This is an optimization exercise on Yosys and OpenROAD, whose aim is small area and a short achievable clock period, not a production implementation.
No run shown here included a check of the RTL's function; only the layout flow was run.

==> design.v <==
module sdf_delay_line
#(
	parameter int DEPTH = 8,	 
	parameter int W     = 26	 
)
(
	input  logic         CLK,
	input  logic         shift_i,	 
	input  logic [W-1:0] data_i,
	output logic [W-1:0] data_o	 
);
	logic [DEPTH*W-1:0] sr;	 
	always_ff @(posedge CLK)
	begin
		if (shift_i)
		begin
			if (DEPTH > 1)
				sr <= {sr[(DEPTH-1)*W-1:0], data_i};	 
			else
				sr <= data_i;
		end
	end
	assign data_o = sr[DEPTH*W-1 -: W];
endmodule
module sdf_add
#(
	parameter int W = 13
)
(
	input  logic [W-1:0] a_i,
	input  logic [W-1:0] b_i,
	input  logic         c_i,
	output logic [W-1:0] s_o
);
	localparam int N = W + 1;	 
	localparam int L = $clog2(N);	 
	localparam int S = 2 * L;	 
	logic [W-1:0]     p;
	logic [S*N-1:0]   gg;	 
	logic [S*N-1:0]   gp;	 
	assign p = a_i ^ b_i;
	assign gg[N-1:0] = {a_i & b_i, c_i};
	assign gp[N-1:0] = {p, 1'b0};
	for (genvar l = 0; l < L; l++)
	begin : g_up
		for (genvar i = 0; i < N; i++)
		begin : g_pos
			if (((i + 1) % (2 << l)) == 0)
			begin : g_op
				assign gg[(l+1)*N+i] = gg[l*N+i] | (gp[l*N+i] & gg[l*N+i-(1<<l)]);
				assign gp[(l+1)*N+i] = gp[l*N+i] & gp[l*N+i-(1<<l)];
			end
			else
			begin : g_pass
				assign gg[(l+1)*N+i] = gg[l*N+i];
				assign gp[(l+1)*N+i] = gp[l*N+i];
			end
		end
	end
	for (genvar d = 0; d < L - 1; d++)
	begin : g_dn
		localparam int LV = L - 2 - d;	 
		for (genvar i = 0; i < N; i++)
		begin : g_pos
			if (i >= (2 << LV) && ((i + 1) % (2 << LV)) == (1 << LV))
			begin : g_op
				assign gg[(L+d+1)*N+i] = gg[(L+d)*N+i] | (gp[(L+d)*N+i] & gg[(L+d)*N+i-(1<<LV)]);
				assign gp[(L+d+1)*N+i] = gp[(L+d)*N+i] & gp[(L+d)*N+i-(1<<LV)];
			end
			else
			begin : g_pass
				assign gg[(L+d+1)*N+i] = gg[(L+d)*N+i];
				assign gp[(L+d+1)*N+i] = gp[(L+d)*N+i];
			end
		end
	end
	assign s_o = p ^ gg[(S-1)*N +: W];
endmodule
module sdf_bf_stage
#(
	parameter int DEPTH       = 8,	 
	parameter bit ROT_MINUS_J = 1'b0,	 
	parameter int IW          = 12,	 
	parameter int OW          = 13	 
)
(
	input  logic            CLK,
	input  logic            RST,
	input  logic            valid_i,
	input  logic [2*IW-1:0] data_i,
	output logic            valid_o,
	output logic [2*OW-1:0] data_o
);
	localparam int CW = $clog2(2 * DEPTH);	 
	logic [CW-1:0]        cnt;
	logic                 second_half;
	logic                 rot;
	logic signed [IW-1:0] in_re;
	logic signed [IW-1:0] in_im;
	logic signed [OW-1:0] b_re;
	logic signed [OW-1:0] b_im;
	logic signed [OW-1:0] a_re;
	logic signed [OW-1:0] a_im;
	logic [OW-1:0]        bg_re;	 
	logic [OW-1:0]        bg_im;
	logic [OW-1:0]        x_re;	 
	logic [OW-1:0]        x_im;
	logic [OW-1:0]        res_re;
	logic [OW-1:0]        res_im;
	logic [OW-1:0]        dif_re;
	logic [OW-1:0]        dif_im;
	logic [OW-1:0]        fb_re;
	logic [OW-1:0]        fb_im;
	logic [2*OW-1:0]      buf_q;
	assign in_re = data_i[2*IW-1:IW];	 
	assign in_im = data_i[IW-1:0];
	assign b_re  = in_re;	 
	assign b_im  = in_im;
	assign a_re  = buf_q[2*OW-1:OW];	 
	assign a_im  = buf_q[OW-1:0];
	logic [3:0] sh_q;	 
	logic [1:0] rot_q;	 
	logic       sh_flip;
	logic       rot_flip;
	if (CW > 1)
	begin : g_flip
		assign sh_flip  = (cnt[CW-2:0] == '1);	 
	end
	else
	begin : g_flip1
		assign sh_flip  = 1'b1;
	end
	if (ROT_MINUS_J && CW > 2)
	begin : g_rot
		assign rot_flip = !cnt[CW-1] && (cnt[CW-3:0] == '1);	 
	end
	else if (ROT_MINUS_J && CW == 2)
	begin : g_rot2
		assign rot_flip = !cnt[1];
	end
	else
	begin : g_norot
		assign rot_flip = 1'b0;
	end
	always_ff @(posedge CLK or posedge RST)
	begin
		if (RST)
		begin
			sh_q  <= '0;
			rot_q <= '0;
		end
		else if (valid_i)
		begin
			if (sh_flip)
				sh_q <= ~sh_q;
			if (rot_flip)
				rot_q <= ~rot_q;
		end
	end
	assign second_half = sh_q[0];
	assign rot         = rot_q[0];
	assign bg_re = sh_q[0] ? b_re : '0;
	assign bg_im = sh_q[1] ? b_im : '0;
	assign x_re  = rot_q[0] ? a_im : a_re;
	assign x_im  = rot_q[1] ? ~a_re : a_im;
	sdf_add #(.W (OW)) u_res_re (.a_i (x_re), .b_i (bg_re), .c_i (1'b0), .s_o (res_re));
	sdf_add #(.W (OW)) u_res_im (.a_i (x_im), .b_i (bg_im), .c_i (rot_q[1]), .s_o (res_im));
	sdf_add #(.W (OW)) u_dif_re (.a_i (a_re), .b_i (~b_re), .c_i (1'b1), .s_o (dif_re));
	sdf_add #(.W (OW)) u_dif_im (.a_i (a_im), .b_i (~b_im), .c_i (1'b1), .s_o (dif_im));
	assign fb_re = sh_q[2] ? dif_re : b_re;
	assign fb_im = sh_q[3] ? dif_im : b_im;
	sdf_delay_line #(
		.DEPTH (DEPTH),
		.W     (2 * OW)
	) u_delay_line (
		.CLK     (CLK),
		.shift_i (valid_i),	 
		.data_i  ({fb_re, fb_im}),
		.data_o  (buf_q)
	);
	always_ff @(posedge CLK or posedge RST)
	begin
		if (RST)
		begin
			cnt     <= '0;
			valid_o <= 1'b0;
		end
		else
		begin
			valid_o <= valid_i;
			if (valid_i)
				cnt <= cnt + 1'b1;	 
		end
	end
	always_ff @(posedge CLK)
		data_o <= {res_re, res_im};
endmodule
module sdf_twiddle_mul
(
	input  logic        CLK,
	input  logic        RST,
	input  logic        pre_valid_i,	 
	input  logic        valid_i,
	input  logic [27:0] data_i,	 
	output logic        valid_o,
	output logic [27:0] data_o
);
	localparam logic [3:0] LAG = 4'd12;
	logic [3:0]         cnt;	 
	logic [3:0]         pos;
	logic [4:0]  sr_d, si_d, sr_q, si_q;
	logic        ck_d, ch_d, ct_d;	 
	logic [1:0]  en_a_q, en_b_q, en_c_q, ck_q, ch_q;	 
	always_comb
	begin
		sr_d = '0;
		si_d = '0;
		si_d[4:3] = 2'd1;
		ck_d = 1'b0;
		ch_d = 1'b0;
		case (pos)
			4'd6:	 
			begin
				sr_d[4:3] = 2'd1;
				si_d[4:3] = 2'd0; si_d[2] = 1'b1;
			end
			4'd5, 4'd10:	 
			begin
				ch_d = 1'b1;
				sr_d[4:3] = 2'd2;
				si_d[4:3] = 2'd3;
			end
			4'd7, 4'd14:	 
			begin
				ch_d = 1'b1;
				sr_d[4:3] = 2'd3;
				si_d[4:3] = 2'd2; si_d[2] = 1'b1;
			end
			4'd9:	 
			begin
				ck_d = 1'b1;
				sr_d[4:3] = 2'd0; sr_d[1] = 1'b1;
				si_d[4:3] = 2'd1; si_d[1] = 1'b0; si_d[0] = 1'b1;
			end
			4'd11, 4'd13:	 
			begin
				ck_d = 1'b1;
				sr_d[4:3] = 2'd1; sr_d[1] = 1'b0;
				si_d[4:3] = 2'd0; si_d[2] = 1'b1; si_d[1] = 1'b1;
			end
			4'd15:	 
			begin
				ck_d = 1'b1;
				sr_d[4:3] = 2'd0; sr_d[2] = 1'b1; sr_d[1] = 1'b1; sr_d[0] = 1'b1;
				si_d[4:3] = 2'd1; si_d[2] = 1'b1; si_d[1] = 1'b0;
			end
			default: ;	 
		endcase
	end
	assign ct_d = !ck_d && !ch_d;
	assign pos  = cnt - LAG;
	always_ff @(posedge CLK or posedge RST)
	begin
		if (RST)
			cnt <= '0;
		else if (pre_valid_i)
			cnt <= cnt + 1'b1;	 
	end
	always_ff @(posedge CLK)
	begin
		sr_q      <= sr_d;
		si_q      <= si_d;
		en_a_q[0] <= pre_valid_i && (ck_d || ct_d);
		en_a_q[1] <= !pre_valid_i || ck_d || ct_d;
		en_b_q[0] <= pre_valid_i && (ck_d || ch_d);
		en_b_q[1] <= !pre_valid_i || ck_d || ch_d;
		en_c_q[0] <= pre_valid_i && ck_d;
		en_c_q[1] <= !pre_valid_i || ck_d;
		ck_q[0]   <= pre_valid_i && ck_d;
		ck_q[1]   <= !pre_valid_i || ck_d;
		ch_q[0]   <= pre_valid_i && ch_d;
		ch_q[1]   <= !pre_valid_i || ch_d;
	end
	logic signed [13:0] d_re;
	logic signed [13:0] d_im;
	logic signed [14:0] e_re;
	logic signed [14:0] e_im;
	logic [14:0]        s_add;	 
	logic [14:0]        s_sub;	 
	assign d_re = data_i[27:14];
	assign d_im = data_i[13:0];
	assign e_re = d_re;	 
	assign e_im = d_im;
	sdf_add #(.W (15)) u_add (.a_i (e_re), .b_i (e_im), .c_i (1'b0), .s_o (s_add));
	sdf_add #(.W (15)) u_sub (.a_i (e_im), .b_i (~e_re), .c_i (1'b1), .s_o (s_sub));
	function automatic logic [14:0] pick_u(input logic [4:0] s, input logic [14:0] re, input logic [14:0] im,
		input logic [14:0] sa, input logic [14:0] ss);
		logic [14:0] x;
		case (s[4:3])
			2'd0:    x = re;
			2'd1:    x = im;
			2'd2:    x = sa;
			default: x = ss;
		endcase
		pick_u = s[2] ? ~x : x;
	endfunction
	function automatic logic [15:0] pick_v(input logic [4:0] s, input logic [14:0] re, input logic [14:0] im);
		logic [15:0] x;
		x = s[1] ? {im[14], im} : {re[14], re};
		pick_v = s[0] ? ~x : x;
	endfunction
	logic [14:0] u_re, u_im;
	logic [15:0] v_re, v_im;
	assign u_re = pick_u(sr_q, e_re, e_im, s_add, s_sub);
	assign u_im = pick_u(si_q, e_re, e_im, s_add, s_sub);
	assign v_re = pick_v(sr_q, e_re, e_im);
	assign v_im = pick_v(si_q, e_re, e_im);
	logic [14:0] uf_re, uf_im;
	logic [15:0] vm_re, vm_im;
	logic [1:0]  b_ea, b_eb, b_ec, b_k;
	logic [3:0]  b_case;	 
	logic [1:0]  b_nu, b_nv;
	always_ff @(posedge CLK)
	begin
		uf_re   <= {~u_re[14], u_re[13:0]};
		uf_im   <= {~u_im[14], u_im[13:0]};
		vm_re   <= ck_q[0] ? {~v_re[15], v_re[14:0]} : (ch_q[0] ? {~u_re[14], u_re[13:0], 1'b0} : 16'h8000);
		vm_im   <= ck_q[1] ? {~v_im[15], v_im[14:0]} : (ch_q[1] ? {~u_im[14], u_im[13:0], 1'b0} : 16'h8000);
		b_ea[0] <= valid_i && en_a_q[0];
		b_ea[1] <= !valid_i || en_a_q[1];
		b_eb[0] <= valid_i && en_b_q[0];
		b_eb[1] <= !valid_i || en_b_q[1];
		b_ec[0] <= valid_i && ck_q[0];
		b_ec[1] <= !valid_i || ck_q[1];
		b_k[0]  <= !(valid_i && !ck_q[0]);
		b_k[1]  <= valid_i && ck_q[1];
		b_case  <= {ck_q[0], ch_q[0], ck_q[1], ch_q[1]};
		b_nu    <= {sr_q[2], si_q[2]};
		b_nv    <= {sr_q[0], si_q[0]};
	end
	localparam int LC = 6;	 
	logic [27:0]    s_re, c_re, s_im, c_im;
	logic [LC:0]    lo_re, lo_im;
	logic [27:LC]   bs_re, bc_re, bs_im, bc_im;
	logic           bk_re, bk_im;
	logic [27-LC:0] p_re, p_im;
	sdf_tw_tree u_tree_re (
		.uf_i   (uf_re),
		.ea_i   (b_ea[0]),
		.eb_i   (b_eb[0]),
		.ec_i   (b_ec[0]),
		.vm_i   (vm_re),
		.k_i    (b_k[0]),
		.case_i (b_case[3:2]),
		.nu_i   (b_nu[1]),
		.nv_i   (b_nv[1]),
		.sum_o  (s_re),
		.cry_o  (c_re)
	);
	sdf_tw_tree u_tree_im (
		.uf_i   (uf_im),
		.ea_i   (b_ea[1]),
		.eb_i   (b_eb[1]),
		.ec_i   (b_ec[1]),
		.vm_i   (vm_im),
		.k_i    (b_k[1]),
		.case_i (b_case[1:0]),
		.nu_i   (b_nu[0]),
		.nv_i   (b_nv[0]),
		.sum_o  (s_im),
		.cry_o  (c_im)
	);
	assign lo_re = {1'b0, s_re[LC-1:0]} + {1'b0, c_re[LC-1:0]};
	assign lo_im = {1'b0, s_im[LC-1:0]} + {1'b0, c_im[LC-1:0]};
	always_ff @(posedge CLK)
	begin
		bs_re <= s_re[27:LC];
		bc_re <= c_re[27:LC];
		bk_re <= lo_re[LC];
		bs_im <= s_im[27:LC];
		bc_im <= c_im[27:LC];
		bk_im <= lo_im[LC];
	end
	sdf_add #(.W (28 - LC)) u_cpa_re (.a_i (bs_re), .b_i (bc_re), .c_i (bk_re), .s_o (p_re));
	sdf_add #(.W (28 - LC)) u_cpa_im (.a_i (bs_im), .b_i (bc_im), .c_i (bk_im), .s_o (p_im));
	always_ff @(posedge CLK)
		data_o <= {p_re[27-LC:14-LC], p_im[27-LC:14-LC]};
	logic va, vb;
	always_ff @(posedge CLK or posedge RST)
	begin
		if (RST)
		begin
			va      <= 1'b0;
			vb      <= 1'b0;
			valid_o <= 1'b0;
		end
		else
		begin
			va      <= valid_i;
			vb      <= va;
			valid_o <= vb;
		end
	end
endmodule
module sdf_tw_tree
(
	input  logic [14:0] uf_i,	 
	input  logic        ea_i,	 
	input  logic        eb_i,	 
	input  logic        ec_i,	 
	input  logic [15:0] vm_i,	 
	input  logic        k_i,	 
	input  logic [1:0]  case_i,	 
	input  logic        nu_i,	 
	input  logic        nv_i,	 
	output logic [27:0] sum_o,
	output logic [27:0] cry_o
);
	logic [27:0] ra, rb0, rb6, rb10, rc5, rc8, rv7, rv11, rv12, rv1;
	logic [14:0] ua_i, ub_i, ucn_i;	 
	logic [15:0] vd;	 
	logic [27:0] cst;	 
	assign ua_i  = ea_i ? uf_i : 15'h4000;	 
	assign ub_i  = eb_i ? uf_i : 15'h4000;
	assign ucn_i = ec_i ? ~uf_i : 15'h3fff;
	assign vd    = k_i ? ~vm_i : 16'h7fff;
	assign ra   = 28'(ua_i) << 14;
	assign rb0  = 28'(ub_i);
	assign rb6  = 28'(ub_i) << 6;
	assign rb10 = 28'(~ub_i) << 10;
	assign rc5  = 28'(ucn_i) << 5;
	assign rc8  = 28'(ucn_i) << 8;
	assign rv7  = 28'(vm_i) << 7;
	assign rv11 = 28'(vm_i) << 11;
	assign rv12 = 28'(vm_i) << 12;
	assign rv1  = 28'(vd) << 1;
	always_comb
	begin
		case ({case_i, nu_i, nv_i})
			4'b0000: cst = 28'h266e522;
			4'b0010: cst = 28'h2672522;
			4'b0100: cst = 28'h266e522;
			4'b0110: cst = 28'h2671263;
			4'b1000: cst = 28'h266e522;
			4'b1001: cst = 28'h266fda0;
			4'b1010: cst = 28'h2672043;
			4'b1011: cst = 28'h26738c1;
			default: cst = 28'h266e522;
		endcase
	end
	logic fc10, fc102, fc104, fc106, fc108, fc110, fc112, fc114, fc116, fc118, fc120, fc122, fc124, fc126, fc128, fc130, fc132, fc134, fc136, fc138, fc14, fc140, fc142, fc144, fc146, fc148, fc150, fc152, fc154, fc156, fc158, fc160, fc162, fc164, fc166, fc172, fc174, fc176, fc178, fc18, fc180, fc182, fc184, fc186, fc188, fc190, fc192, fc194, fc196, fc198, fc200, fc202, fc204, fc206, fc208, fc210, fc212, fc222, fc224, fc226, fc228, fc230, fc232, fc234, fc236, fc238, fc24, fc240, fc242, fc244, fc246, fc248, fc250, fc252, fc254, fc256, fc258, fc26, fc260, fc262, fc264, fc266, fc30, fc32, fc36, fc38, fc4, fc40, fc42, fc44, fc46, fc48, fc50, fc52, fc54, fc56, fc58, fc6, fc60, fc62, fc64, fc66, fc68, fc70, fc72, fc74, fc76, fc78, fc80, fc82, fc84, fc86, fc88, fc92, fc98, fs101, fs103, fs105, fs107, fs109, fs111, fs113, fs115, fs117, fs119, fs121, fs123, fs125, fs127, fs129, fs13, fs131, fs133, fs135, fs137, fs139, fs141, fs143, fs145, fs147, fs149, fs151, fs153, fs155, fs157, fs159, fs161, fs163, fs165, fs17, fs171, fs173, fs175, fs177, fs179, fs181, fs183, fs185, fs187, fs189, fs191, fs193, fs195, fs197, fs199, fs201, fs203, fs205, fs207, fs209, fs211, fs221, fs223, fs225, fs227, fs229, fs23, fs231, fs233, fs235, fs237, fs239, fs241, fs243, fs245, fs247, fs249, fs25, fs251, fs253, fs255, fs257, fs259, fs261, fs263, fs265, fs29, fs3, fs31, fs35, fs37, fs39, fs41, fs43, fs45, fs47, fs49, fs5, fs51, fs53, fs55, fs57, fs59, fs61, fs63, fs65, fs67, fs69, fs71, fs73, fs75, fs77, fs79, fs81, fs83, fs85, fs87, fs9, fs91, fs97, hc100, hc12, hc16, hc168, hc170, hc2, hc20, hc214, hc216, hc218, hc22, hc220, hc28, hc34, hc8, hc90, hc94, hc96, hs1, hs11, hs15, hs167, hs169, hs19, hs21, hs213, hs215, hs217, hs219, hs27, hs33, hs7, hs89, hs93, hs95, hs99;
	assign hs1 = cst[12] ^ rb0[12];
	assign hc2 = cst[12] & rb0[12];
	assign fs3 = cst[13] ^ rb0[13] ^ rb6[13];
	assign fc4 = (cst[13] & rb0[13]) | (cst[13] & rb6[13]) | (rb0[13] & rb6[13]);
	assign fs5 = cst[14] ^ ra[14] ^ rb0[14];
	assign fc6 = (cst[14] & ra[14]) | (cst[14] & rb0[14]) | (ra[14] & rb0[14]);
	assign hs7 = rb6[14] ^ rb10[14];
	assign hc8 = rb6[14] & rb10[14];
	assign fs9 = cst[15] ^ ra[15] ^ rb6[15];
	assign fc10 = (cst[15] & ra[15]) | (cst[15] & rb6[15]) | (ra[15] & rb6[15]);
	assign hs11 = rb10[15] ^ rc5[15];
	assign hc12 = rb10[15] & rc5[15];
	assign fs13 = cst[16] ^ ra[16] ^ rb6[16];
	assign fc14 = (cst[16] & ra[16]) | (cst[16] & rb6[16]) | (ra[16] & rb6[16]);
	assign hs15 = rb10[16] ^ rc5[16];
	assign hc16 = rb10[16] & rc5[16];
	assign fs17 = ~(ra[17] ^ rb6[17]);
	assign fc18 = ra[17] | rb6[17];
	assign hs19 = ~ra[18];
	assign hc20 = ra[18];
	assign hs21 = cst[8] ^ rb0[8];
	assign hc22 = cst[8] & rb0[8];
	assign fs23 = cst[9] ^ rb0[9] ^ rb6[9];
	assign fc24 = (cst[9] & rb0[9]) | (cst[9] & rb6[9]) | (rb0[9] & rb6[9]);
	assign fs25 = cst[10] ^ rb0[10] ^ rb6[10];
	assign fc26 = (cst[10] & rb0[10]) | (cst[10] & rb6[10]) | (rb0[10] & rb6[10]);
	assign hs27 = rb10[10] ^ rc5[10];
	assign hc28 = rb10[10] & rc5[10];
	assign fs29 = cst[11] ^ rb0[11] ^ rb6[11];
	assign fc30 = (cst[11] & rb0[11]) | (cst[11] & rb6[11]) | (rb0[11] & rb6[11]);
	assign fs31 = rb10[11] ^ rc5[11] ^ rc8[11];
	assign fc32 = (rb10[11] & rc5[11]) | (rb10[11] & rc8[11]) | (rc5[11] & rc8[11]);
	assign hs33 = rv7[11] ^ rv11[11];
	assign hc34 = rv7[11] & rv11[11];
	assign fs35 = rb6[12] ^ rb10[12] ^ rc5[12];
	assign fc36 = (rb6[12] & rb10[12]) | (rb6[12] & rc5[12]) | (rb10[12] & rc5[12]);
	assign fs37 = rc8[12] ^ rv7[12] ^ rv11[12];
	assign fc38 = (rc8[12] & rv7[12]) | (rc8[12] & rv11[12]) | (rv7[12] & rv11[12]);
	assign fs39 = rv12[12] ^ rv1[12] ^ hs1;
	assign fc40 = (rv12[12] & rv1[12]) | (rv12[12] & hs1) | (rv1[12] & hs1);
	assign fs41 = rb10[13] ^ rc5[13] ^ rc8[13];
	assign fc42 = (rb10[13] & rc5[13]) | (rb10[13] & rc8[13]) | (rc5[13] & rc8[13]);
	assign fs43 = rv7[13] ^ rv11[13] ^ rv12[13];
	assign fc44 = (rv7[13] & rv11[13]) | (rv7[13] & rv12[13]) | (rv11[13] & rv12[13]);
	assign fs45 = rv1[13] ^ fs3 ^ hc2;
	assign fc46 = (rv1[13] & fs3) | (rv1[13] & hc2) | (fs3 & hc2);
	assign fs47 = rc5[14] ^ rc8[14] ^ rv7[14];
	assign fc48 = (rc5[14] & rc8[14]) | (rc5[14] & rv7[14]) | (rc8[14] & rv7[14]);
	assign fs49 = rv11[14] ^ rv12[14] ^ rv1[14];
	assign fc50 = (rv11[14] & rv12[14]) | (rv11[14] & rv1[14]) | (rv12[14] & rv1[14]);
	assign fs51 = fs5 ^ hs7 ^ fc4;
	assign fc52 = (fs5 & hs7) | (fs5 & fc4) | (hs7 & fc4);
	assign fs53 = rc8[15] ^ rv7[15] ^ rv11[15];
	assign fc54 = (rc8[15] & rv7[15]) | (rc8[15] & rv11[15]) | (rv7[15] & rv11[15]);
	assign fs55 = rv12[15] ^ rv1[15] ^ fs9;
	assign fc56 = (rv12[15] & rv1[15]) | (rv12[15] & fs9) | (rv1[15] & fs9);
	assign fs57 = hs11 ^ fc6 ^ hc8;
	assign fc58 = (hs11 & fc6) | (hs11 & hc8) | (fc6 & hc8);
	assign fs59 = rc8[16] ^ rv7[16] ^ rv11[16];
	assign fc60 = (rc8[16] & rv7[16]) | (rc8[16] & rv11[16]) | (rv7[16] & rv11[16]);
	assign fs61 = rv12[16] ^ rv1[16] ^ fs13;
	assign fc62 = (rv12[16] & rv1[16]) | (rv12[16] & fs13) | (rv1[16] & fs13);
	assign fs63 = hs15 ^ fc10 ^ hc12;
	assign fc64 = (hs15 & fc10) | (hs15 & hc12) | (fc10 & hc12);
	assign fs65 = rb10[17] ^ rc5[17] ^ rc8[17];
	assign fc66 = (rb10[17] & rc5[17]) | (rb10[17] & rc8[17]) | (rc5[17] & rc8[17]);
	assign fs67 = rv7[17] ^ rv11[17] ^ rv12[17];
	assign fc68 = (rv7[17] & rv11[17]) | (rv7[17] & rv12[17]) | (rv11[17] & rv12[17]);
	assign fs69 = fs17 ^ fc14 ^ hc16;
	assign fc70 = (fs17 & fc14) | (fs17 & hc16) | (fc14 & hc16);
	assign fs71 = rb6[18] ^ rb10[18] ^ rc5[18];
	assign fc72 = (rb6[18] & rb10[18]) | (rb6[18] & rc5[18]) | (rb10[18] & rc5[18]);
	assign fs73 = rc8[18] ^ rv7[18] ^ rv11[18];
	assign fc74 = (rc8[18] & rv7[18]) | (rc8[18] & rv11[18]) | (rv7[18] & rv11[18]);
	assign fs75 = rv12[18] ^ hs19 ^ fc18;
	assign fc76 = (rv12[18] & hs19) | (rv12[18] & fc18) | (hs19 & fc18);
	assign fs77 = ra[19] ^ rb6[19] ^ rb10[19];
	assign fc78 = (ra[19] & rb6[19]) | (ra[19] & rb10[19]) | (rb6[19] & rb10[19]);
	assign fs79 = rc5[19] ^ rc8[19] ^ rv7[19];
	assign fc80 = (rc5[19] & rc8[19]) | (rc5[19] & rv7[19]) | (rc8[19] & rv7[19]);
	assign fs81 = rv11[19] ^ rv12[19] ^ hc20;
	assign fc82 = (rv11[19] & rv12[19]) | (rv11[19] & hc20) | (rv12[19] & hc20);
	assign fs83 = ra[20] ^ rb6[20] ^ rb10[20];
	assign fc84 = (ra[20] & rb6[20]) | (ra[20] & rb10[20]) | (rb6[20] & rb10[20]);
	assign fs85 = rc8[20] ^ rv7[20] ^ rv11[20];
	assign fc86 = (rc8[20] & rv7[20]) | (rc8[20] & rv11[20]) | (rv7[20] & rv11[20]);
	assign fs87 = ~(ra[21] ^ rb10[21]);
	assign fc88 = ra[21] | rb10[21];
	assign hs89 = rc8[21] ^ rv7[21];
	assign hc90 = rc8[21] & rv7[21];
	assign fs91 = ~(ra[22] ^ rb10[22]);
	assign fc92 = ra[22] | rb10[22];
	assign hs93 = rc8[22] ^ rv7[22];
	assign hc94 = rc8[22] & rv7[22];
	assign hs95 = cst[6] ^ rb0[6];
	assign hc96 = cst[6] & rb0[6];
	assign fs97 = cst[7] ^ rb0[7] ^ rb6[7];
	assign fc98 = (cst[7] & rb0[7]) | (cst[7] & rb6[7]) | (rb0[7] & rb6[7]);
	assign hs99 = rc5[7] ^ rv7[7];
	assign hc100 = rc5[7] & rv7[7];
	assign fs101 = rb6[8] ^ rc5[8] ^ rc8[8];
	assign fc102 = (rb6[8] & rc5[8]) | (rb6[8] & rc8[8]) | (rc5[8] & rc8[8]);
	assign fs103 = rv7[8] ^ rv1[8] ^ hs21;
	assign fc104 = (rv7[8] & rv1[8]) | (rv7[8] & hs21) | (rv1[8] & hs21);
	assign fs105 = rc5[9] ^ rc8[9] ^ rv7[9];
	assign fc106 = (rc5[9] & rc8[9]) | (rc5[9] & rv7[9]) | (rc8[9] & rv7[9]);
	assign fs107 = rv1[9] ^ fs23 ^ hc22;
	assign fc108 = (rv1[9] & fs23) | (rv1[9] & hc22) | (fs23 & hc22);
	assign fs109 = rc8[10] ^ rv7[10] ^ rv1[10];
	assign fc110 = (rc8[10] & rv7[10]) | (rc8[10] & rv1[10]) | (rv7[10] & rv1[10]);
	assign fs111 = fs25 ^ hs27 ^ fc24;
	assign fc112 = (fs25 & hs27) | (fs25 & fc24) | (hs27 & fc24);
	assign fs113 = rv1[11] ^ fs29 ^ fs31;
	assign fc114 = (rv1[11] & fs29) | (rv1[11] & fs31) | (fs29 & fs31);
	assign fs115 = hs33 ^ fc26 ^ hc28;
	assign fc116 = (hs33 & fc26) | (hs33 & hc28) | (fc26 & hc28);
	assign fs117 = fs35 ^ fs37 ^ fs39;
	assign fc118 = (fs35 & fs37) | (fs35 & fs39) | (fs37 & fs39);
	assign fs119 = fc30 ^ fc32 ^ hc34;
	assign fc120 = (fc30 & fc32) | (fc30 & hc34) | (fc32 & hc34);
	assign fs121 = fs41 ^ fs43 ^ fs45;
	assign fc122 = (fs41 & fs43) | (fs41 & fs45) | (fs43 & fs45);
	assign fs123 = fc36 ^ fc38 ^ fc40;
	assign fc124 = (fc36 & fc38) | (fc36 & fc40) | (fc38 & fc40);
	assign fs125 = fs47 ^ fs49 ^ fs51;
	assign fc126 = (fs47 & fs49) | (fs47 & fs51) | (fs49 & fs51);
	assign fs127 = fc42 ^ fc44 ^ fc46;
	assign fc128 = (fc42 & fc44) | (fc42 & fc46) | (fc44 & fc46);
	assign fs129 = fs53 ^ fs55 ^ fs57;
	assign fc130 = (fs53 & fs55) | (fs53 & fs57) | (fs55 & fs57);
	assign fs131 = fc48 ^ fc50 ^ fc52;
	assign fc132 = (fc48 & fc50) | (fc48 & fc52) | (fc50 & fc52);
	assign fs133 = fs59 ^ fs61 ^ fs63;
	assign fc134 = (fs59 & fs61) | (fs59 & fs63) | (fs61 & fs63);
	assign fs135 = fc54 ^ fc56 ^ fc58;
	assign fc136 = (fc54 & fc56) | (fc54 & fc58) | (fc56 & fc58);
	assign fs137 = fs65 ^ fs67 ^ fs69;
	assign fc138 = (fs65 & fs67) | (fs65 & fs69) | (fs67 & fs69);
	assign fs139 = fc60 ^ fc62 ^ fc64;
	assign fc140 = (fc60 & fc62) | (fc60 & fc64) | (fc62 & fc64);
	assign fs141 = fs71 ^ fs73 ^ fs75;
	assign fc142 = (fs71 & fs73) | (fs71 & fs75) | (fs73 & fs75);
	assign fs143 = fc66 ^ fc68 ^ fc70;
	assign fc144 = (fc66 & fc68) | (fc66 & fc70) | (fc68 & fc70);
	assign fs145 = fs77 ^ fs79 ^ fs81;
	assign fc146 = (fs77 & fs79) | (fs77 & fs81) | (fs79 & fs81);
	assign fs147 = fc72 ^ fc74 ^ fc76;
	assign fc148 = (fc72 & fc74) | (fc72 & fc76) | (fc74 & fc76);
	assign fs149 = rv12[20] ^ fs83 ^ fs85;
	assign fc150 = (rv12[20] & fs83) | (rv12[20] & fs85) | (fs83 & fs85);
	assign fs151 = fc78 ^ fc80 ^ fc82;
	assign fc152 = (fc78 & fc80) | (fc78 & fc82) | (fc80 & fc82);
	assign fs153 = rv11[21] ^ rv12[21] ^ fs87;
	assign fc154 = (rv11[21] & rv12[21]) | (rv11[21] & fs87) | (rv12[21] & fs87);
	assign fs155 = hs89 ^ fc84 ^ fc86;
	assign fc156 = (hs89 & fc84) | (hs89 & fc86) | (fc84 & fc86);
	assign fs157 = rv11[22] ^ rv12[22] ^ fs91;
	assign fc158 = (rv11[22] & rv12[22]) | (rv11[22] & fs91) | (rv12[22] & fs91);
	assign fs159 = hs93 ^ fc88 ^ hc90;
	assign fc160 = (hs93 & fc88) | (hs93 & hc90) | (fc88 & hc90);
	assign fs161 = ra[23] ^ rb10[23] ^ rv11[23];
	assign fc162 = (ra[23] & rb10[23]) | (ra[23] & rv11[23]) | (rb10[23] & rv11[23]);
	assign fs163 = rv12[23] ^ fc92 ^ hc94;
	assign fc164 = (rv12[23] & fc92) | (rv12[23] & hc94) | (fc92 & hc94);
	assign fs165 = ra[24] ^ rb10[24] ^ rv11[24];
	assign fc166 = (ra[24] & rb10[24]) | (ra[24] & rv11[24]) | (rb10[24] & rv11[24]);
	assign hs167 = ~ra[25];
	assign hc168 = ra[25];
	assign hs169 = cst[5] ^ rb0[5];
	assign hc170 = cst[5] & rb0[5];
	assign fs171 = rb6[6] ^ rc5[6] ^ rv1[6];
	assign fc172 = (rb6[6] & rc5[6]) | (rb6[6] & rv1[6]) | (rc5[6] & rv1[6]);
	assign fs173 = rv1[7] ^ fs97 ^ hs99;
	assign fc174 = (rv1[7] & fs97) | (rv1[7] & hs99) | (fs97 & hs99);
	assign fs175 = fs101 ^ fs103 ^ fc98;
	assign fc176 = (fs101 & fs103) | (fs101 & fc98) | (fs103 & fc98);
	assign fs177 = fs105 ^ fs107 ^ fc102;
	assign fc178 = (fs105 & fs107) | (fs105 & fc102) | (fs107 & fc102);
	assign fs179 = fs109 ^ fs111 ^ fc106;
	assign fc180 = (fs109 & fs111) | (fs109 & fc106) | (fs111 & fc106);
	assign fs181 = fs113 ^ fs115 ^ fc110;
	assign fc182 = (fs113 & fs115) | (fs113 & fc110) | (fs115 & fc110);
	assign fs183 = fs117 ^ fs119 ^ fc114;
	assign fc184 = (fs117 & fs119) | (fs117 & fc114) | (fs119 & fc114);
	assign fs185 = fs121 ^ fs123 ^ fc118;
	assign fc186 = (fs121 & fs123) | (fs121 & fc118) | (fs123 & fc118);
	assign fs187 = fs125 ^ fs127 ^ fc122;
	assign fc188 = (fs125 & fs127) | (fs125 & fc122) | (fs127 & fc122);
	assign fs189 = fs129 ^ fs131 ^ fc126;
	assign fc190 = (fs129 & fs131) | (fs129 & fc126) | (fs131 & fc126);
	assign fs191 = fs133 ^ fs135 ^ fc130;
	assign fc192 = (fs133 & fs135) | (fs133 & fc130) | (fs135 & fc130);
	assign fs193 = fs137 ^ fs139 ^ fc134;
	assign fc194 = (fs137 & fs139) | (fs137 & fc134) | (fs139 & fc134);
	assign fs195 = fs141 ^ fs143 ^ fc138;
	assign fc196 = (fs141 & fs143) | (fs141 & fc138) | (fs143 & fc138);
	assign fs197 = fs145 ^ fs147 ^ fc142;
	assign fc198 = (fs145 & fs147) | (fs145 & fc142) | (fs147 & fc142);
	assign fs199 = fs149 ^ fs151 ^ fc146;
	assign fc200 = (fs149 & fs151) | (fs149 & fc146) | (fs151 & fc146);
	assign fs201 = fs153 ^ fs155 ^ fc150;
	assign fc202 = (fs153 & fs155) | (fs153 & fc150) | (fs155 & fc150);
	assign fs203 = fs157 ^ fs159 ^ fc154;
	assign fc204 = (fs157 & fs159) | (fs157 & fc154) | (fs159 & fc154);
	assign fs205 = fs161 ^ fs163 ^ fc158;
	assign fc206 = (fs161 & fs163) | (fs161 & fc158) | (fs163 & fc158);
	assign fs207 = rv12[24] ^ fs165 ^ fc162;
	assign fc208 = (rv12[24] & fs165) | (rv12[24] & fc162) | (fs165 & fc162);
	assign fs209 = rv11[25] ^ rv12[25] ^ hs167;
	assign fc210 = (rv11[25] & rv12[25]) | (rv11[25] & hs167) | (rv12[25] & hs167);
	assign fs211 = ra[26] ^ rv11[26] ^ rv12[26];
	assign fc212 = (ra[26] & rv11[26]) | (ra[26] & rv12[26]) | (rv11[26] & rv12[26]);
	assign hs213 = cst[1] ^ rb0[1];
	assign hc214 = cst[1] & rb0[1];
	assign hs215 = rb0[2] ^ rv1[2];
	assign hc216 = rb0[2] & rv1[2];
	assign hs217 = rb0[3] ^ rv1[3];
	assign hc218 = rb0[3] & rv1[3];
	assign hs219 = rb0[4] ^ rv1[4];
	assign hc220 = rb0[4] & rv1[4];
	assign fs221 = rc5[5] ^ rv1[5] ^ hs169;
	assign fc222 = (rc5[5] & rv1[5]) | (rc5[5] & hs169) | (rv1[5] & hs169);
	assign fs223 = hs95 ^ fs171 ^ hc170;
	assign fc224 = (hs95 & fs171) | (hs95 & hc170) | (fs171 & hc170);
	assign fs225 = hc96 ^ fs173 ^ fc172;
	assign fc226 = (hc96 & fs173) | (hc96 & fc172) | (fs173 & fc172);
	assign fs227 = hc100 ^ fs175 ^ fc174;
	assign fc228 = (hc100 & fs175) | (hc100 & fc174) | (fs175 & fc174);
	assign fs229 = fc104 ^ fs177 ^ fc176;
	assign fc230 = (fc104 & fs177) | (fc104 & fc176) | (fs177 & fc176);
	assign fs231 = fc108 ^ fs179 ^ fc178;
	assign fc232 = (fc108 & fs179) | (fc108 & fc178) | (fs179 & fc178);
	assign fs233 = fc112 ^ fs181 ^ fc180;
	assign fc234 = (fc112 & fs181) | (fc112 & fc180) | (fs181 & fc180);
	assign fs235 = fc116 ^ fs183 ^ fc182;
	assign fc236 = (fc116 & fs183) | (fc116 & fc182) | (fs183 & fc182);
	assign fs237 = fc120 ^ fs185 ^ fc184;
	assign fc238 = (fc120 & fs185) | (fc120 & fc184) | (fs185 & fc184);
	assign fs239 = fc124 ^ fs187 ^ fc186;
	assign fc240 = (fc124 & fs187) | (fc124 & fc186) | (fs187 & fc186);
	assign fs241 = fc128 ^ fs189 ^ fc188;
	assign fc242 = (fc128 & fs189) | (fc128 & fc188) | (fs189 & fc188);
	assign fs243 = fc132 ^ fs191 ^ fc190;
	assign fc244 = (fc132 & fs191) | (fc132 & fc190) | (fs191 & fc190);
	assign fs245 = fc136 ^ fs193 ^ fc192;
	assign fc246 = (fc136 & fs193) | (fc136 & fc192) | (fs193 & fc192);
	assign fs247 = fc140 ^ fs195 ^ fc194;
	assign fc248 = (fc140 & fs195) | (fc140 & fc194) | (fs195 & fc194);
	assign fs249 = fc144 ^ fs197 ^ fc196;
	assign fc250 = (fc144 & fs197) | (fc144 & fc196) | (fs197 & fc196);
	assign fs251 = fc148 ^ fs199 ^ fc198;
	assign fc252 = (fc148 & fs199) | (fc148 & fc198) | (fs199 & fc198);
	assign fs253 = fc152 ^ fs201 ^ fc200;
	assign fc254 = (fc152 & fs201) | (fc152 & fc200) | (fs201 & fc200);
	assign fs255 = fc156 ^ fs203 ^ fc202;
	assign fc256 = (fc156 & fs203) | (fc156 & fc202) | (fs203 & fc202);
	assign fs257 = fc160 ^ fs205 ^ fc204;
	assign fc258 = (fc160 & fs205) | (fc160 & fc204) | (fs205 & fc204);
	assign fs259 = fc164 ^ fs207 ^ fc206;
	assign fc260 = (fc164 & fs207) | (fc164 & fc206) | (fs207 & fc206);
	assign fs261 = fc166 ^ fs209 ^ fc208;
	assign fc262 = (fc166 & fs209) | (fc166 & fc208) | (fs209 & fc208);
	assign fs263 = hc168 ^ fs211 ^ fc210;
	assign fc264 = (hc168 & fs211) | (hc168 & fc210) | (fs211 & fc210);
	assign fs265 = ra[27] ^ rv12[27] ^ fc212;
	assign fc266 = (ra[27] & rv12[27]) | (ra[27] & fc212) | (rv12[27] & fc212);
	assign sum_o = {fs265, fs263, fs261, fs259, fs257, fs255, fs253, fs251, fs249, fs247, fs245, fs243, fs241, fs239, fs237, fs235, fs233, fs231, fs229, fs227, fs225, fs223, fs221, hs219, hs217, hs215, rv1[1], cst[0]};
	assign cry_o = {fc264, fc262, fc260, fc258, fc256, fc254, fc252, fc250, fc248, fc246, fc244, fc242, fc240, fc238, fc236, fc234, fc232, fc230, fc228, fc226, fc224, fc222, hc220, hc218, hc216, hc214, hs213, rb0[0]};
endmodule
module sdf_fft_top
(
	input  logic        CLK,
	input  logic        RST,
	input  logic        valid_i,	 
	input  logic [23:0] data_i,	 
	output logic        valid_o,
	output logic        first_o,	 
	output logic [31:0] data_o	 
)
;
	localparam logic [3:0] LAG = 4'd15;
	logic        v0;
	logic        v1;
	logic        v2;
	logic        vt;
	logic        v3;
	logic [23:0] d0;
	logic [25:0] d1;
	logic [27:0] d2;
	logic [27:0] dt;
	logic [29:0] d3;
	logic [3:0]  out_cnt;
	logic [3:0]  out_pos;
	logic        primed;	 
	logic        at_bin0;
	always_ff @(posedge CLK or posedge RST)
	begin
		if (RST)
			v0 <= 1'b0;
		else
			v0 <= valid_i;
	end
	always_ff @(posedge CLK)
		d0 <= data_i;
	sdf_bf_stage #(
		.DEPTH       (8),
		.ROT_MINUS_J (1'b1),
		.IW          (12),
		.OW          (13)
	) u_stage1 (
		.CLK     (CLK),
		.RST     (RST),
		.valid_i (v0),
		.data_i  (d0),
		.valid_o (v1),
		.data_o  (d1)
	);
	sdf_bf_stage #(
		.DEPTH       (4),
		.ROT_MINUS_J (1'b0),
		.IW          (13),
		.OW          (14)
	) u_stage2 (
		.CLK     (CLK),
		.RST     (RST),
		.valid_i (v1),
		.data_i  (d1),
		.valid_o (v2),
		.data_o  (d2)
	);
	sdf_twiddle_mul u_twiddle (	 
		.CLK     (CLK),
		.RST         (RST),
		.pre_valid_i (v1),
		.valid_i     (v2),
		.data_i      (d2),
		.valid_o (vt),
		.data_o  (dt)
	);
	sdf_bf_stage #(
		.DEPTH       (2),
		.ROT_MINUS_J (1'b1),
		.IW          (14),
		.OW          (15)
	) u_stage3 (
		.CLK     (CLK),
		.RST     (RST),
		.valid_i (vt),
		.data_i  (dt),
		.valid_o (v3),
		.data_o  (d3)
	);
	sdf_bf_stage #(
		.DEPTH       (1),
		.ROT_MINUS_J (1'b0),
		.IW          (15),
		.OW          (16)
	) u_stage4 (
		.CLK     (CLK),
		.RST     (RST),
		.valid_i (v3),
		.data_i  (d3),
		.valid_o (),
		.data_o  (data_o)
	);
	assign out_pos = out_cnt - LAG;	 
	assign at_bin0 = (out_pos == '0);
	always_ff @(posedge CLK or posedge RST)
	begin
		if (RST)
		begin
			out_cnt <= '0;
			primed  <= 1'b0;
			valid_o <= 1'b0;
			first_o <= 1'b0;
		end
		else
		begin
			valid_o <= v3 && (primed || at_bin0);	 
			first_o <= v3 && at_bin0;
			if (v3)
			begin
				out_cnt <= out_cnt + 1'b1;
				if (at_bin0)
					primed <= 1'b1;	 
			end
		end
	end
endmodule
==> flow/run.sh <==
#!/bin/bash
# Layout flow: the standard flow, with the port buffers made of buf_2
# cells instead of the resizer's default choice (a delay buffer), a clock
# tree clustered in one level of sink buffers, and timing repair aiming for
# 7.7 ns of setup slack (a 3.3 ns cycle) instead of zero.
# Every step's full output goes to standard_flow.log in this folder.
set -euo pipefail
export BUFFER_PORTS_ARGS="-buffer_cell sky130_fd_sc_hd__buf_2"
export SETUP_SLACK_MARGIN=7.7
export CTS_ARGS="-sink_clustering_enable -repair_clock_nets -sink_clustering_size 25 -sink_clustering_max_diameter 150 -sink_clustering_levels 1"
bash standard.sh > standard_flow.log 2>&1
==> standard.sh <==
#!/bin/bash
# synth_recipe.tcl (not shown) runs the flow's synth.tcl, then flattens the netlist and writes it again
# the make line also repeats each setting of config.mk as NAME=value (left out here)
make -C /OpenROAD-flow-scripts/flow DESIGN_CONFIG=/design/flow/config.mk WORK_HOME=/design/flow/orfs CLKGATE_MAP_FILE= SYNTH_SCRIPT=/design/flow/synth_recipe.tcl "${@:-finish}"
==> config.mk <==
export PLATFORM = sky130hd
export DESIGN_NAME = sdf_fft_top
export DESIGN_NICKNAME = sdf_fft_top
export VERILOG_FILES = /design/flow/design.v
export SDC_FILE = /design/flow/constraint.sdc
export NUM_CORES = 4
export LEC_CHECK = 0
export CAP_MARGIN = 20
export CORE_MARGIN = 2
export CORE_UTILIZATION = 60
export CTS_CLUSTER_DIAMETER = 150
export CTS_CLUSTER_SIZE = 25
export PLACE_DENSITY = 0.7
export SLEW_MARGIN = 20
==> constraint.sdc <==
create_clock -name core_clock -period 11.0 [get_ports {CLK}]
set_input_delay 2.2000 -clock core_clock [delete_from_list [all_inputs] [get_ports {CLK}]]
set_output_delay 2.2000 -clock core_clock [all_outputs]
set_load 0.01 [all_outputs]
==> impl_metrics.sql, run 1 <==
INSERT INTO impl_metrics (metric_group, metric, value, unit) VALUES
('outcome', 'status', 'complete, no violations', ''),
('placed_design', 'port_buffers', '60', ''),
('yosys', 'netlist_area', '0.0442', 'mm²'),
('detailed_routing', 'ant_nets', '0', ''),
('timing', 'drv_slew', '0', ''),
('yosys', 'synth.yosys.seq_area_share', '46.8', '%'),
('clocking', 'worstSkewPairLatency', '0.62', 'ns'),
('worst_setup_path', 'crit_slowest_cell', 'dfrtp_1', ''),
('detailed_routing', 'via_count', '25000', ''),
('timing', 'setup_viol_count_final', '0', ''),
('yosys', 'synth-edff-count', '412', ''),
('layout', 'area_delta_synth_final', '6.77', '%'),
('yosys', 'post_synth.cell_area_avg', '11.9', 'µm²'),
('floorplanning', 'core-area', '0.0730', 'mm²'),
('yosys', 'synthesis.yosys.warnings', '11', ''),
('detailed_routing', 'vias_per_cell', '5.24', ''),
('detailed_routing', 'first_pass_iters', '5', ''),
('floorplanning', 'design.die.area', '0.0759', 'mm²'),
('clocking', 'clk_path_buf_depth', '3', ''),
('worst_setup_path', 'path_delay_family', 'flip-flops', ''),
('placed_design', 'hpwl', '64.3', 'mm'),
('timing', 'worst_pin_slew', '1.05', 'ns'),
('global_route', 'antenna_violations_before_repair', '0', ''),
('layout', 'antenna_cells_inserted', '0', ''),
('clocking', 'cts_root_buf', 'clkbuf_16', ''),
('yosys', 'synth_ff_type', 'edfxtp_1', ''),
('worst_setup_path', 'cp_cell_sequence', 'buf_6', ''),
('global_route', 'grt_start_max_net_pins', '156', ''),
('timing', 'hold_slack', '0.361', 'ns'),
('global_route', 'grt_first_pass_wirelength', '135', 'mm'),
('global_route', 'total_gr_overflow', '0', ''),
('hold_path', 'min-delay-path-class', 'reg2reg', ''),
('worst_setup_path', 'crit_fanout', '1', ''),
('floorplanning', 'initial_core_util', '60.6', '%'),
('worst_setup_path', 'critPathLaunchType', 'flip-flop', ''),
('timing', 'fmax', '0.302', 'GHz'),
('layout', 'final_util', '64.7', '%'),
('worst_setup_path', 'worstPathArrival', '1.11', 'ns'),
('yosys', 'ys_async_sr_fraction', '5.63', '%'),
('flow_run', 'max_cap_viol_count', '0', ''),
('timing', 'skew', '0.0298', 'ns'),
('layout', 'nNetsFinal', '4493', ''),
('clocking', 'number_of_clock_sinks_seen_by_cts', '817', ''),
('worst_setup_path', 'critical_path_required', '8.80', 'ns'),
('clocking', 'clock_buffers_created_by_tritoncts', '38', ''),
('yosys', 'synth.net_count', '4438', ''),
('floorplanning', 'std_cell_rows', '99', ''),
('worst_setup_path', 'cp_class', 'reg2out', ''),
('worst_setup_path', 'timing.critical_path.to_type', 'primary output', ''),
('global_route', 'first_global_vias', '25800', ''),
('worst_setup_path', 'timing.critical_path.buf_inv', '1', ''),
('timing', 'hold_violations', '0', ''),
('timing', 'fin_tns_setup', '0', 'ns'),
('clocking', 'tritoncts', 'built', ''),
('clocking', 'clock_h_tree_levels', '2', ''),
('timing', 'shortest_period_the_worst_path_allows', '3.31', 'ns'),
('layout', 'layout.cells.most_common', 'inv_1', ''),
('floorplanning', 'die_y', '276', 'µm'),
('floorplanning', 'floorplan.die.width', '276', 'µm'),
('detailed_routing', 'post_drt_wl_per_cell', '17.6', 'µm'),
('detailed_routing', 'wl', '84.0', 'mm'),
('detailed_routing', 'drt-initial-drc-count', '1215', ''),
('global_route', 'gr-usage-all-layers', '22.8', '%'),
('yosys', 'ys_types', '62', ''),
('timing', 'min_period_over_period', '30.1', '%'),
('floorplanning', 'io_pins', '61', ''),
('layout', 'layout_cell_share_with_drive_strength_beyond_1', '7.98', '%'),
('placed_design', 'placer_congestion_estimate', '0.913', ''),
('worst_setup_path', 'crit_path_max_incr_delay', '0.39', 'ns'),
('detailed_routing', 'post-route-drc-count', '0', ''),
('yosys', 'synthesis.instances', '3724', ''),
('layout', 'num-fill-cells', '5681', ''),
('layout', 'layout.cells.most_common_list', 'inv_1, edfxtp_1, fa_1', ''),
('timing', 'rsz0062_at_grt', 'true', ''),
('timing', 'timing.slew.headroom', '30.3', '%'),
('clocking', 'cts_hold_buffers', '0', ''),
('yosys', 'synth_seq_cells', '817', ''),
('clocking', 'clk_pin_slew_worst_paths', '0.10', 'ns');
==> per-stage QoR <==
step           cell area, µm²  cells  worst slack, ns
6_report                47200   4767             7.69
5_1_grt                 47200   4767             7.63
4_1_cts                 46700   4746             7.65
3_5_place_dp            45500   4666             7.27
3_3_place_gp            45500   4666             7.31
2_1_floorplan           44300   3724             7.54
==> routing by layer <==
layer / up-vias / track usage (%) / share of wire (%)
met4: 0 / 8.05 / 3.6
met3: 149 / 2.11 / 2.6
met1: 12200 / 28.3 / 42
li1: 12300 / - / -
met2: 356 / 41.4 / 52
met5: - / 0 / 0
==> cell usage after synthesis (17+ instances only) <==
cell,instances,area share [%]
nand3_1,17,0.19
nor3_1,21,0.24
xnor2_1,147,2.9
inv_1,599,5.1
ha_1,335,9.5
nand2_1,262,2.2
edfxtp_1,412,28
mux2i_1,83,1.9
a21o_1,50,0.85
dfrtp_1,46,2.6
nand2b_1,33,0.47
o21ai_0,141,1.6
a21oi_1,166,1.9
clkbuf_1,64,0.54
nor2_1,151,1.3
dfxtp_1,359,16
xor2_1,94,1.9
fa_1,352,16
and2_1,131,1.9
nor2b_1,18,0.25
o21a_1,41,0.70
==> state kept, by name, summed over array words and instances, names as in the netlist, 5 cells and up <==
register,cells
d0,24
u_twiddle.bc_im,22
u_twiddle.data_o,28
u_twiddle.vm_re,16
u_stage1.u_delay_line.sr,208
u_stage2.u_delay_line.sr,112
u_twiddle.bs_im,22
u_stage4.u_delay_line.sr,32
u_stage4.data_o,32
u_stage2.data_o,28
u_stage3.u_delay_line.sr,60
u_stage1.data_o,26
u_twiddle.bs_re,22
u_twiddle.vm_im,16
u_stage3.data_o,30
u_twiddle.uf_re,15
u_twiddle.uf_im,15
u_twiddle.u_tree_re.cst,5
u_twiddle.bc_re,22
u_twiddle.u_tree_im.cst,10
==> path summary, 6_finish.rpt <==
kind | start | end | slack, ns | cells after the start
hold / removal | u_twiddle.va$_DFF_PP0_ | u_twiddle.vb$_DFF_PP0_ | 0.36 | 0
setup reg to reg | u_twiddle.b_eb[0]$_DFF_P_ | u_twiddle.bs_re[14]$_DFF_P_ | 7.74 | 9
min in group asynchronous | RST | primed$_DFFE_PP0P_ | 1.78 | 3
hold reg to reg | u_twiddle.va$_DFF_PP0_ | u_twiddle.vb$_DFF_PP0_ | 0.36 | 0
setup / recovery | valid_o$_DFF_PP0_ | valid_o | 7.69 | 1
max in group asynchronous | RST | u_stage1.rot_q[1]$_DFFE_PP0P_ | 8.60 | 3
==> repair_timing <==
action | CTS | global route
pin swaps | 7 | 33
buffers inserted | 11 | 21
gates resized for setup | 35 | 104
setup endpoints to repair | 56 | 66
hold endpoints to repair | 0 | 0
==> layout make-up <==
type | count | area, µm² | share of cell area [%]
Tap cell | 959 | 1200 | 2.54
Timing Repair Buffer | 100 | 701 | 1.48
Clock buffer | 65 | 1050 | 2.23
Sequential cell | 817 | 20800 | 44.1
Inverter | 599 | 2250 | 4.77
Multi-Input combinational cell | 2223 | 21100 | 44.7
Clock inverter | 4 | 67.6 | 0.143
==> logic make-up after synthesis <==
family	share of synthesized area [%]
fa+ha+maj	25.4
mux	2.87
buf+inv	5.86
simple gates	7.28
xor+xnor	4.77
compound gates	6.99
flops	46.8
==> run 2, diff against run 1 <==
--- a/design.v
+++ b/design.v
@@ -120,53 +120,14 @@
 	assign a_im  = buf_q[OW-1:0];
-	logic [3:0] sh_q;	 
-	logic [1:0] rot_q;	 
-	logic       sh_flip;
-	logic       rot_flip;
-	if (CW > 1)
-	begin : g_flip
-		assign sh_flip  = (cnt[CW-2:0] == '1);	 
-	end
-	else
-	begin : g_flip1
-		assign sh_flip  = 1'b1;
-	end
-	if (ROT_MINUS_J && CW > 2)
-	begin : g_rot
-		assign rot_flip = !cnt[CW-1] && (cnt[CW-3:0] == '1);	 
-	end
-	else if (ROT_MINUS_J && CW == 2)
-	begin : g_rot2
-		assign rot_flip = !cnt[1];
-	end
-	else
-	begin : g_norot
-		assign rot_flip = 1'b0;
-	end
-	always_ff @(posedge CLK or posedge RST)
-	begin
-		if (RST)
-		begin
-			sh_q  <= '0;
-			rot_q <= '0;
-		end
-		else if (valid_i)
-		begin
-			if (sh_flip)
-				sh_q <= ~sh_q;
-			if (rot_flip)
-				rot_q <= ~rot_q;
-		end
-	end
-	assign second_half = sh_q[0];
-	assign rot         = rot_q[0];
-	assign bg_re = sh_q[0] ? b_re : '0;
-	assign bg_im = sh_q[1] ? b_im : '0;
-	assign x_re  = rot_q[0] ? a_im : a_re;
-	assign x_im  = rot_q[1] ? ~a_re : a_im;
+	assign second_half = cnt[CW-1];
+	assign rot = ROT_MINUS_J && !second_half && (cnt >= CW'(DEPTH / 2));
+	assign bg_re = second_half ? b_re : '0;
+	assign bg_im = second_half ? b_im : '0;
+	assign x_re  = rot ? a_im : a_re;
+	assign x_im  = rot ? ~a_re : a_im;
 	sdf_add #(.W (OW)) u_res_re (.a_i (x_re), .b_i (bg_re), .c_i (1'b0), .s_o (res_re));
-	sdf_add #(.W (OW)) u_res_im (.a_i (x_im), .b_i (bg_im), .c_i (rot_q[1]), .s_o (res_im));
+	sdf_add #(.W (OW)) u_res_im (.a_i (x_im), .b_i (bg_im), .c_i (rot), .s_o (res_im));
 	sdf_add #(.W (OW)) u_dif_re (.a_i (a_re), .b_i (~b_re), .c_i (1'b1), .s_o (dif_re));
 	sdf_add #(.W (OW)) u_dif_im (.a_i (a_im), .b_i (~b_im), .c_i (1'b1), .s_o (dif_im));
-	assign fb_re = sh_q[2] ? dif_re : b_re;
-	assign fb_im = sh_q[3] ? dif_im : b_im;
+	assign fb_re = second_half ? dif_re : b_re;
+	assign fb_im = second_half ? dif_im : b_im;
 	sdf_delay_line #(
==> flow/run.sh (replaced) <==
#!/bin/bash
# Layout flow: the standard flow, with the port buffers made of buf_2
# cells instead of the resizer's default choice (a delay buffer).
# Timing repair aims for 7.7 ns of setup slack (a 3.3 ns cycle) instead of zero.
# Every step's full output goes to standard_flow.log in this folder.
set -euo pipefail
export BUFFER_PORTS_ARGS="-buffer_cell sky130_fd_sc_hd__buf_2"
export SETUP_SLACK_MARGIN=7.7
bash standard.sh > standard_flow.log 2>&1
==> impl_metrics.sql, run 2 <==
INSERT INTO impl_metrics (metric_group, metric, value, unit) VALUES
('timing', 'min_period_over_period', '30.6', '%'),
('clocking', 'clk_pin_slew_worst_paths', '0.10', 'ns'),
('hold_path', 'min-delay-path-class', 'reg2reg', ''),
('clocking', 'tritoncts', 'built', ''),
('yosys', 'synthesis.yosys.warnings', '11', ''),
('detailed_routing', 'wl', '85.5', 'mm'),
('timing', 'hold_violations', '0', ''),
('outcome', 'status', 'complete, no violations', ''),
('clocking', 'worstSkewPairLatency', '0.60', 'ns'),
('timing', 'rsz0062_at_grt', 'true', ''),
('floorplanning', 'initial_core_util', '60.8', '%'),
('global_route', 'total_gr_overflow', '0', ''),
('worst_setup_path', 'register_to_register_path_setup_slack', '7.64', 'ns'),
('floorplanning', 'core-area', '0.0716', 'mm²'),
('floorplanning', 'std_cell_rows', '98', ''),
('floorplanning', 'io_pins', '61', ''),
('layout', 'largestRegisters', 'u_stage1.u_delay_line.sr: 208 flops, u_stage2.u_delay_line.sr: 112 flops, u_stage3.u_delay_line.sr: 60 flops', ''),
('yosys', 'synthesis.instances', '3698', ''),
('floorplanning', 'die_y', '273', 'µm'),
('layout', 'layout.cells.most_common', 'inv_1', ''),
('layout', 'largest_reg_flops', '208', ''),
('timing', 'shortest_period_the_worst_path_allows', '3.36', 'ns'),
('hold_path', 'min-delay-start', 'u_twiddle.vb$_DFF_PP0_', '');
run 2: cell types whose count changed after synthesis, moves of 6 or more:
cell | previous run | this run
dfrtp_1 | 46 | 28
a21oi_1 | 166 | 172
xor2_1 | 94 | 75
nor3_1 | 21 | 15
nand2b_1 | 33 | 39
and2_1 | 131 | 113
nor2_1 | 151 | 163
o21ai_0 | 141 | 152
mux2i_1 | 83 | 72
nand2_1 | 262 | 284
run 2: area by class of cell:
type                       instances  share of cell area, %
tap                              950                   2.52
inverter                         596                   4.77
multi-input combinational       2215                   44.8
clock inverter                     4                  0.124
timing repair inverter             1                 0.0132
sequential                       799                   43.0
timing repair buffer             139                   2.65
clock buffer                      63                   2.17
run 2: what timing repair did:
item | in CTS | in global routing
pin swaps | 22 | 86
buffers inserted | 26 | 31
gates cloned | 5 | 5
gates resized for setup | 62 | 121
endpoints found under the setup margin | 102 | 65
run 2: through the flow:
step	cell area (µm²)	hold slack, ns	setup slack (ns)	instances
2_1_floorplan	43700	0.331	7.58	3698
3_3_place_gp	44800	0.336	6.79	4633
3_5_place_dp	44800	0.336	6.71	4633
4_1_cts	46500	0.358	7.66	4731
5_1_grt	47300	0.376	7.45	4767
6_report	47300	0.355	7.64	4767
run 2: cell families (layout without fill, tap and decap cells):
| family | after synthesis | in the layout | share of synthesized area [%] |
|---|---|---|---|
| DFF | 799 | 799 | 46.5 |
| and+or+nand+nor | 696 | 696 | 7.43 |
| adders and majority gates | 687 | 687 | 25.8 |
| buffers and inverters | 684 | 803 | 5.98 |
| AOI/OAI and AO/OA | 515 | 515 | 7.20 |
| xor gates and xnor gates | 219 | 219 | 4.41 |
| muxes | 98 | 98 | 2.64 |
run 2: worst max-delay path by stage:
stage,from,endpoint,slack [ns],cells past startpoint
2_1_floorplan,u_stage3.cnt[1]$_DFFE_PP0P_,u_stage3.data_o[29]$_DFF_P_,7.58,19
3_3_place_gp,u_stage1.cnt[3]$_DFFE_PP0P_,u_stage1.data_o[25]$_DFF_P_,6.79,17
3_5_place_dp,u_stage1.cnt[3]$_DFFE_PP0P_,u_stage1.data_o[25]$_DFF_P_,6.71,17
4_1_cts,u_stage1.cnt[3]$_DFFE_PP0P_,u_stage1.data_o[25]$_DFF_P_,7.66,17
5_1_grt,u_stage1.cnt[3]$_DFFE_PP0P_,u_stage1.data_o[12]$_DFF_P_,7.45,16
6_report,u_stage3.cnt[1]$_DFFE_PP0P_,u_stage3.data_o[29]$_DFF_P_,7.64,16
run 2: worst max-delay path: stages, from the launching register on:
cell,delay (ns)
dfrtp_2,0.44
inv_8,0.04
ha_4,0.19
buf_4,0.16
o21a_1,0.20
inv_2,0.07
ha_4,0.19
a21o_1,0.16
a21o_1,0.21
a2111oi_4,0.36
o21bai_2,0.11
nand2_1,0.10
o21ai_2,0.08
a31o_2,0.27
fa_2,0.37
xnor2_2,0.15
xor2_1,0.15
run 2: layer usage:
metal	GRT usage (%)	up-vias	share of wire, %
met3	2.61	168	3.5
met1	30.3	12400	44
met5	0	-	0
met4	9.43	0	4.4
met2	38.6	463	48
li1	-	12300	-

separate check: timing with driven ports:
The results above use ideal ports. As a check the final layouts listed here were re-extracted and re-timed, cells and wires unchanged. Step 1 sets driving cells, clkbuf_16 on the clock port and buf_2 on the other inputs (assumed; they add their load-dependent delay and slew). Step 2 also shifts input and output timing later by t, the mid clock arrival at the registers, as if the neighbouring blocks saw the same clock. Three values: ideal ports, drivers, drivers and shift; two values: the first two.
run	t (ns)	slack for setup (ns)	worst hold slack (ns)	worst setup path at the end	worst slew at a driven data input, ns
run 1	0.672	7.691 / 7.627 / 7.738	0.361 / 0.361 / 0.361	register to register	0.03
run 2	0.651	7.638 / 7.638 / 7.638	0.355 / 0.355 / 0.355	register to register	0.03
After both steps setup and hold are still met in every run listed.
